Context: an optimization exercise on an open-source flow, tuned for small area, a short achievable clock period and few clock cycles per item. The choices shown serve that exercise and are no tape-out recipe. In this exercise RTL edits were held to simulation tests only and were not proved equivalent to the original.

==> inputs of exp/lagoon <==
==> flow/design.v <==
package ups_pkg;
  localparam int MAX_VOICES = 5;
  localparam int PHASE_BITS = 32;
  localparam int VOICE_W    = $clog2(MAX_VOICES);
  localparam int CNT_W      = $clog2(MAX_VOICES + 1);
  localparam int SUM_W      = PHASE_BITS + 8;
  localparam int DIV_CNT_W  = $clog2(SUM_W);
  localparam int OUT_W      = 16;
  localparam int OUT_SHIFT  = PHASE_BITS - (OUT_W - 1);
  localparam int RECIP_FRAC = 16;
  localparam int CFG_IDX_W  = 3;
  localparam int CFG_DATA_W = 32;
  localparam int COUNT_W    = 3;
  localparam logic [PHASE_BITS-1:0] BLEP_WIDTH_RST = PHASE_BITS'(39370533);
  localparam logic [31:0]           BLEP_RECIP_RST = 32'd7149335;
  localparam logic [COUNT_W-1:0]    VOICE_COUNT_RST = COUNT_W'(1);
  localparam logic [PHASE_BITS-1:0] INCREMENT_RST  = PHASE_BITS'(39370533);
  typedef enum logic [CFG_IDX_W-1:0] {
    REG_BLEP_WIDTH  = 3'd0,
    REG_BLEP_RECIP  = 3'd1,
    REG_VOICE_COUNT = 3'd2,
    REG_INC_ZERO    = 3'd3,
    REG_INC_ONE     = 3'd4,
    REG_INC_TWO     = 3'd5,
    REG_INC_THREE   = 3'd6,
    REG_INC_FOUR    = 3'd7
  } cfg_reg_t;
endpackage
import ups_pkg::*;
module unison_polyblep_saw_oscillator (
  input  logic                         clk,
  input  logic                         rst,
  input  logic                         in_valid,
  output logic                         in_ready,
  input  logic                         restart,
  output logic                         out_valid,
  input  logic                         out_ready,
  output logic signed [OUT_W-1:0]      sample_out,
  input  logic                         cfg_valid,
  output logic                         cfg_ready,
  input  logic        [CFG_IDX_W-1:0]  cfg_index,
  input  logic        [CFG_DATA_W-1:0] cfg_data
);
  localparam int NV = MAX_VOICES;
  localparam int YW = 37;                  
  localparam int XW = 32 + YW;             
  localparam int GAW = 52;                 
  localparam int GBW = 49;                 
  function automatic logic [XW-1:0] booth_k();
    logic [XW-1:0] k;
    k = '0;
    for (int i = 0; i < 17; i++) k = k - (XW'(1) << (33 + 2*i));
    booth_k = k;
  endfunction
  localparam logic [XW-1:0] BOOTH_K = booth_k();
  function automatic logic [XW-1:0] booth_rows(input logic [31:0] a, input logic [31:0] b,
                                               input int lo, input int hi);
    logic [34:0]   bx;
    logic [XW-1:0] s;
    logic [2:0]    g;
    logic [32:0]   m;
    logic          ng;
    logic [33:0]   pp;
    bx = {2'b00, b, 1'b0};
    s  = '0;
    for (int i = lo; i <= hi; i++) begin
      g = bx[2*i +: 3];
      case (g)
        3'b001, 3'b010, 3'b101, 3'b110: m = {1'b0, a};
        3'b011, 3'b100:                 m = {a, 1'b0};
        default:                        m = '0;
      endcase
      ng = g[2] & ~(g[1] & g[0]);
      pp = ng ? ~{1'b0, m} : {1'b0, m};
      s  = s + (XW'({~pp[33], pp[32:0]}) << (2*i)) + (XW'(ng) << (2*i));
    end
    booth_rows = s;
  endfunction
  function automatic logic lt32(input logic [31:0] a, input logic [31:0] b);
    logic [31:0] l, e;
    l = ~a & b;
    e = ~(a ^ b);
    for (int w = 1; w < 32; w = w * 2) begin
      for (int i = 0; i < 32; i = i + 2 * w) begin
        l[i] = l[i+w] | (e[i+w] & l[i]);
        e[i] = e[i+w] & e[i];
      end
    end
    lt32 = l[0];
  endfunction
  function automatic logic [3:0] div_step(input logic [2:0] r, input logic b,
                                          input logic [5:1] n);
    logic q, r2, r1, r0;
    q  = (n[1] & b) | (n[2] & r[0]) | (n[3] & (r[1] | (r[0] & b))) | (n[4] & r[1]) |
         (n[5] & (r[2] | (r[1] & (r[0] | b))));
    r2 = n[5] & ((r[1] & ~r[0] & ~b) | (r[2] & b));
    r1 = (n[3] & ((r[0] & ~b) | (r[1] & b))) | (n[4] & r[0]) |
         (n[5] & ((r[0] & (~r[1] | b)) | (r[2] & ~b)));
    r0 = (n[2] & b) | (n[3] & ((~r[1] & ~r[0] & b) | (r[1] & ~b))) | (n[4] & b) |
         (n[5] & ((~r[2] & ~r[1] & b) | (((r[1] & r[0]) | r[2]) & ~b)));
    div_step = {q, r2, r1, r0};
  endfunction
  logic [31:0]   blep_width;
  logic [31:0]   blep_recip;
  logic [31:0]   increment [NV];
  logic [NV-1:0] act;                      
  logic [2:0]    nv;                       
  logic [5:1]    n1h;                      
  logic [31:0] phase [NV];
  logic [1:0]  qn;
  logic [1:0]  qr;
  logic          fv;                       
  logic [NV-1:0] pend;                     
  logic [31:0]   op_a;                     
  logic          op_no;                    
  logic [NV-1:0] op_v;                     
  logic [31:0]   tq0, tq1;                 
  logic          tq0_no, tq1_no;
  logic [1:0]    tq_n;
  logic          last_p;                   
  logic          bv, bsq, bno;             
  logic [GAW-1:0] ga;
  logic [GBW-1:0] gb;
  logic [YW-1:0] acc;                      
  logic          s2v, s3v;
  logic [YW-1:0] zs;                       
  logic [9:0]    y3;                       
  logic [2:0]    r3;                       
  logic [5:0]    q3;                       
  logic          neg3, big3;               
  assign in_ready  = (qn != 2'd2);
  assign cfg_ready = 1'b1;
  logic accept, head, head_rs;
  assign accept  = in_valid & in_ready;
  assign head    = (qn != 2'd0);
  assign head_rs = qr[0];
  logic s3_move, s2_move, s2_free;
  assign s3_move = s3v & (~out_valid | out_ready);
  assign s2_move = s2v & (~s3v | s3_move);
  assign s2_free = ~s2v | s2_move;
  logic eng_idle, ready_int, complete, load_flags, sel_new;
  assign eng_idle   = (pend == '0) & (tq_n == 2'd0) & ~bv;
  assign ready_int  = head & fv & (head_rs | eng_idle);
  assign complete   = ready_int & s2_free;
  assign load_flags = complete | ~fv;
  assign sel_new    = ready_int | ~fv;
  logic [31:0]   p_new [NV];
  logic [31:0]   neg_w;
  logic [NV-1:0] nz_c, no_c, win_c;
  assign neg_w = -blep_width;
  always_comb begin
    for (int v = 0; v < NV; v++) begin
      p_new[v] = ((ready_int & head_rs) ? 32'd0 : phase[v]) +
                 ((ready_int & act[v]) ? increment[v] : 32'd0);
      nz_c[v]  = act[v] & lt32(p_new[v], blep_width);
      no_c[v]  = act[v] & ~nz_c[v] & (blep_width != '0) & lt32(neg_w, p_new[v]);
    end
    win_c = nz_c | no_c;
  end
  logic eng_on, can_s, can_p, iss_s, iss_p, b_pos;
  assign eng_on = head & ~head_rs & fv;
  assign can_s  = (tq_n != 2'd0);
  assign can_p  = (pend != '0);
  assign b_pos  = bv & ~bsq;
  assign iss_s  = eng_on & can_s & (last_p | ~can_p);
  assign iss_p  = eng_on & ~iss_s & can_p & ((tq_n == 2'd0) | ((tq_n == 2'd1) & ~b_pos));
  logic [NV-1:0] nxt_mask, nxt_v;
  logic [31:0]   nxt_a;
  logic          nxt_no;
  always_comb begin
    nxt_mask = sel_new ? win_c : (pend & ~op_v);
    nxt_v    = nxt_mask & (~nxt_mask + NV'(1));
    nxt_a    = '0;
    nxt_no   = 1'b0;
    for (int v = 0; v < NV; v++) begin
      if (nxt_v[v]) begin
        nxt_a  = nz_c[v] ? p_new[v] : ~p_new[v];
        nxt_no = ~nz_c[v];
      end
    end
  end
  logic [31:0]   m_a, m_b;
  logic [32:0]   m_c;
  logic [XW-1:0] ga_full, gb_full;
  assign m_a = iss_s ? tq0 : op_a;
  assign m_b = iss_s ? tq0 : blep_recip;
  assign m_c = iss_s ? {tq0, 1'b1} : (op_no ? {1'b0, blep_recip} : 33'd0);
  assign ga_full = XW'(m_c) + booth_rows(m_a, m_b, 0, 8);
  assign gb_full = booth_rows(m_a, m_b, 9, 16);
  logic [XW-1:0] m_x;
  logic [31:0]   t_clamp;
  assign m_x = XW'(ga) + (XW'(gb) << 18) + BOOTH_K +
               (bsq ? {acc ^ {YW{bno}}, 32'd0} : XW'(0));
  assign t_clamp = (|m_x[63:48]) ? 32'hFFFF_FFFF : m_x[47:16];
  logic [YW-1:0] z_new;
  always_comb begin
    if (head_rs) z_new = ((blep_width != '0) ? YW'({nv, 32'd0}) : '0) + YW'({nv, 16'd0});
    else         z_new = (act[0] ? YW'({phase[0], 1'b0}) : '0) +
                         (act[1] ? YW'({phase[1], 1'b0}) : '0) +
                         (act[2] ? YW'({phase[2], 1'b0}) : '0) +
                         (act[3] ? YW'({phase[3], 1'b0}) : '0) +
                         (act[4] ? YW'({phase[4], 1'b0}) : '0) +
                         acc + YW'({nv, 16'd0});
  end
  logic        sneg, cin;
  logic [19:0] y;
  logic [2:0]  r2;
  logic [5:0]  q2;
  always_comb begin
    logic signed [4:0] zt;
    zt = $signed(zs[YW-1:32]);
    if (zt < $signed({2'b00, nv}))       sneg = 1'b1;
    else if (zt > $signed({2'b00, nv}))  sneg = 1'b0;
    else                                 sneg = (zs[31:19] == '0) && (zs[18:16] < nv);
    cin = sneg && (&zs[16:3]) && ({1'b0, zs[2:0]} >= 4'd9 - {1'b0, nv});
    y   = zs[YW-1:17] + 20'(cin);
    r2  = y[18:16];
    for (int i = 15; i >= 10; i--) begin
      {q2[i-10], r2} = div_step(r2, y[i], n1h);
    end
  end
  logic [2:0]  r4;
  logic [9:0]  q4;
  logic [15:0] smp;
  always_comb begin
    r4 = r3;
    for (int i = 9; i >= 0; i--) begin
      {q4[i], r4} = div_step(r4, y3[i], n1h);
    end
    if (neg3)      smp = 16'h8000;
    else if (big3) smp = 16'h7FFF;
    else           smp = {~q3[5], q3[4:0], q4};
  end
  always_ff @(posedge clk) begin
    if (rst) begin
      blep_width <= BLEP_WIDTH_RST;
      blep_recip <= BLEP_RECIP_RST;
      act        <= 5'b00001;
      nv         <= 3'd1;
      n1h        <= 5'b00001;
      for (int v = 0; v < NV; v++) begin
        increment[v] <= INCREMENT_RST;
        phase[v]     <= '0;
      end
      qn        <= '0;
      fv        <= 1'b0;
      pend      <= '0;
      tq_n      <= '0;
      bv        <= 1'b0;
      s2v       <= 1'b0;
      s3v       <= 1'b0;
      out_valid <= 1'b0;
    end else begin
      if (cfg_valid) begin
        case (cfg_index)
          3'd0: blep_width <= cfg_data;
          3'd1: blep_recip <= cfg_data;
          3'd2: begin
            case (cfg_data[2:0])
              3'd0, 3'd1: begin nv <= 3'd1; n1h <= 5'b00001; act <= 5'b00001; end
              3'd2:       begin nv <= 3'd2; n1h <= 5'b00010; act <= 5'b00011; end
              3'd3:       begin nv <= 3'd3; n1h <= 5'b00100; act <= 5'b00111; end
              3'd4:       begin nv <= 3'd4; n1h <= 5'b01000; act <= 5'b01111; end
              default:    begin nv <= 3'd5; n1h <= 5'b10000; act <= 5'b11111; end
            endcase
          end
          default: increment[cfg_index - 3'd3] <= cfg_data;
        endcase
      end
      fv <= ~cfg_valid;
      case ({accept, complete})
        2'b10:   qn <= qn + 2'd1;
        2'b01:   qn <= qn - 2'd1;
        default: ;
      endcase
      if (complete) begin
        for (int v = 0; v < NV; v++) phase[v] <= p_new[v];
      end
      bv <= iss_s | iss_p;
      case ({bv & ~bsq, iss_s})
        2'b10:   tq_n <= tq_n + 2'd1;
        2'b01:   tq_n <= tq_n - 2'd1;
        default: ;
      endcase
      if (load_flags) pend <= win_c;
      else if (iss_p) pend <= pend & ~op_v;
      if (complete)     s2v <= 1'b1;
      else if (s2_move) s2v <= 1'b0;
      if (s2_move)      s3v <= 1'b1;
      else if (s3_move) s3v <= 1'b0;
      if (s3_move)        out_valid <= 1'b1;
      else if (out_ready) out_valid <= 1'b0;
    end
  end
  always_ff @(posedge clk) begin
    case ({accept, complete})
      2'b10: if (qn == 2'd0) qr[0] <= restart; else qr[1] <= restart;
      2'b01: qr[0] <= qr[1];
      2'b11: begin
        if (qn == 2'd1) qr[0] <= restart;
        else begin qr[0] <= qr[1]; qr[1] <= restart; end
      end
      default: ;
    endcase
    ga  <= ga_full[GAW-1:0];
    gb  <= gb_full[GBW+17:18];
    bsq <= iss_s;
    bno <= iss_s ? tq0_no : op_no;
    if (iss_p) last_p <= 1'b1;
    else if (iss_s) last_p <= 1'b0;
    case ({bv & ~bsq, iss_s})
      2'b10: begin
        if (tq_n == 2'd0) begin tq0 <= ~t_clamp; tq0_no <= bno; end
        else              begin tq1 <= ~t_clamp; tq1_no <= bno; end
      end
      2'b01: begin
        tq0 <= tq1; tq0_no <= tq1_no;
      end
      2'b11: begin
        if (tq_n == 2'd1) begin tq0 <= ~t_clamp; tq0_no <= bno; end
        else begin
          tq0 <= tq1; tq0_no <= tq1_no;
          tq1 <= ~t_clamp; tq1_no <= bno;
        end
      end
      default: ;
    endcase
    if (bv & bsq) acc <= m_x[XW-1:32] ^ {YW{bno}};
    if (load_flags) begin
      acc    <= '0;
      last_p <= 1'b0;
    end
    if (load_flags | iss_p) begin
      op_a  <= nxt_a;
      op_no <= nxt_no;
      op_v  <= nxt_v;
    end
    if (complete) zs <= z_new;
    if (s2_move) begin
      y3   <= y[9:0];
      r3   <= r2;
      q3   <= q2;
      neg3 <= y[19];
      big3 <= (y[19:16] >= {1'b0, nv});
    end
    if (s3_move) sample_out <= smp;
  end
endmodule
==> flow/run.sh <==
#!/bin/bash
# synth_recipe.tcl (not shown) runs the flow's synth.tcl, then flattens the netlist and writes it again
# the make line also repeats each setting of config.mk as NAME=value (left out here)
make -C /OpenROAD-flow-scripts/flow DESIGN_CONFIG=/design/flow/config.mk WORK_HOME=/design/flow/orfs CLKGATE_MAP_FILE= SYNTH_SCRIPT=/design/flow/synth_recipe.tcl finish
==> flow/config.mk <==
export PLATFORM = sky130hd
export DESIGN_NAME = unison_polyblep_saw_oscillator
export DESIGN_NICKNAME = unison_polyblep_saw_oscillator
export VERILOG_FILES = /design/flow/design.v
export SDC_FILE = /design/flow/constraint.sdc
export NUM_CORES = 4
export LEC_CHECK = 0
export CAP_MARGIN = 20
export CORE_MARGIN = 2
export CORE_UTILIZATION = 40
export PLACE_DENSITY = 0.6
export SLEW_MARGIN = 20
==> flow/constraint.sdc <==
create_clock -name core_clock -period 12.5 [get_ports {clk}]
set_input_delay 2.5000 -clock core_clock [delete_from_list [all_inputs] [get_ports {clk}]]
set_output_delay 2.5000 -clock core_clock [all_outputs]
set_load 0.01 [all_outputs]
==> exp/maple (differences from exp/lagoon) <==
--- a/flow/config.mk
+++ b/flow/config.mk
@@ -10,3 +10,4 @@
 export CORE_UTILIZATION = 40
 export PLACE_DENSITY = 0.6
+export SETUP_SLACK_MARGIN = 5
 export SLEW_MARGIN = 20
==> results.txt <==
metric	exp/maple	exp/lagoon
Outcome	no timing/DRC/antenna violations	no timing/DRC/antenna violations
Setup slack after layout	3210 ps	1040 ps
Critical path peak fanout	22	25
Terminating pin of the worst hold path	phase[0][1]	bno
Register-to-register setup slack	3210 ps	1040 ps
Starting DRC count in detailed routing	10500	8392
Minimum period implied by the final worst setup slack	9290 ps	11460 ps
Antenna fix cells	11	5
Worst-case reg-to-reg path depth	34	40
Final routed wire length divided by cell count	29.3 um	27.5 um
Final WL	392000 um	354000 um
Half-perimeter wire length of the detailed placement result	280000 um	273000 um
Number of nets in the layout	12000	11500
Total number of vias	81800	77100
Testbench counts of exp/lagoon, summed over its fixed seeds: cycles 10,890, samples 4,608.
Testbench counts of exp/maple, summed over its fixed seeds: cycles 10,890, samples 4,608.

afterwards: timing with drivers on the ports:
The flow's constraints put no driver on any port. The routed layouts listed below were extracted and timed again, unchanged, in two steps.
Step 1 sets driving cells, clkbuf_16 on the clock port and buf_2 on the other inputs (assumed; they add their load-dependent delay and slew).
Step 2 also shifts input and output timing later by t, the mid clock arrival at the registers, as if the neighbouring blocks saw the same clock.
a / b / c = no drivers / after step 1 / after step 2; a / b = the first two.
| run | shift t [ns] | slack for setup (ns) | latest minus earliest clock arrival (ns) | worst register clock-pin slew, ns | worst slew at a driven data input, ns |
|---|---|---|---|---|---|
| exp/lagoon | 0.826 | 1.045 / 1.045 / 1.045 | 0.072 / 0.072 | 0.08 / 0.08 | 0.21 |
| exp/maple | 0.828 | 3.208 / 3.208 / 3.208 | 0.109 / 0.109 | 0.07 / 0.07 | 0.25 |
After both steps setup and hold are still met in every run listed.
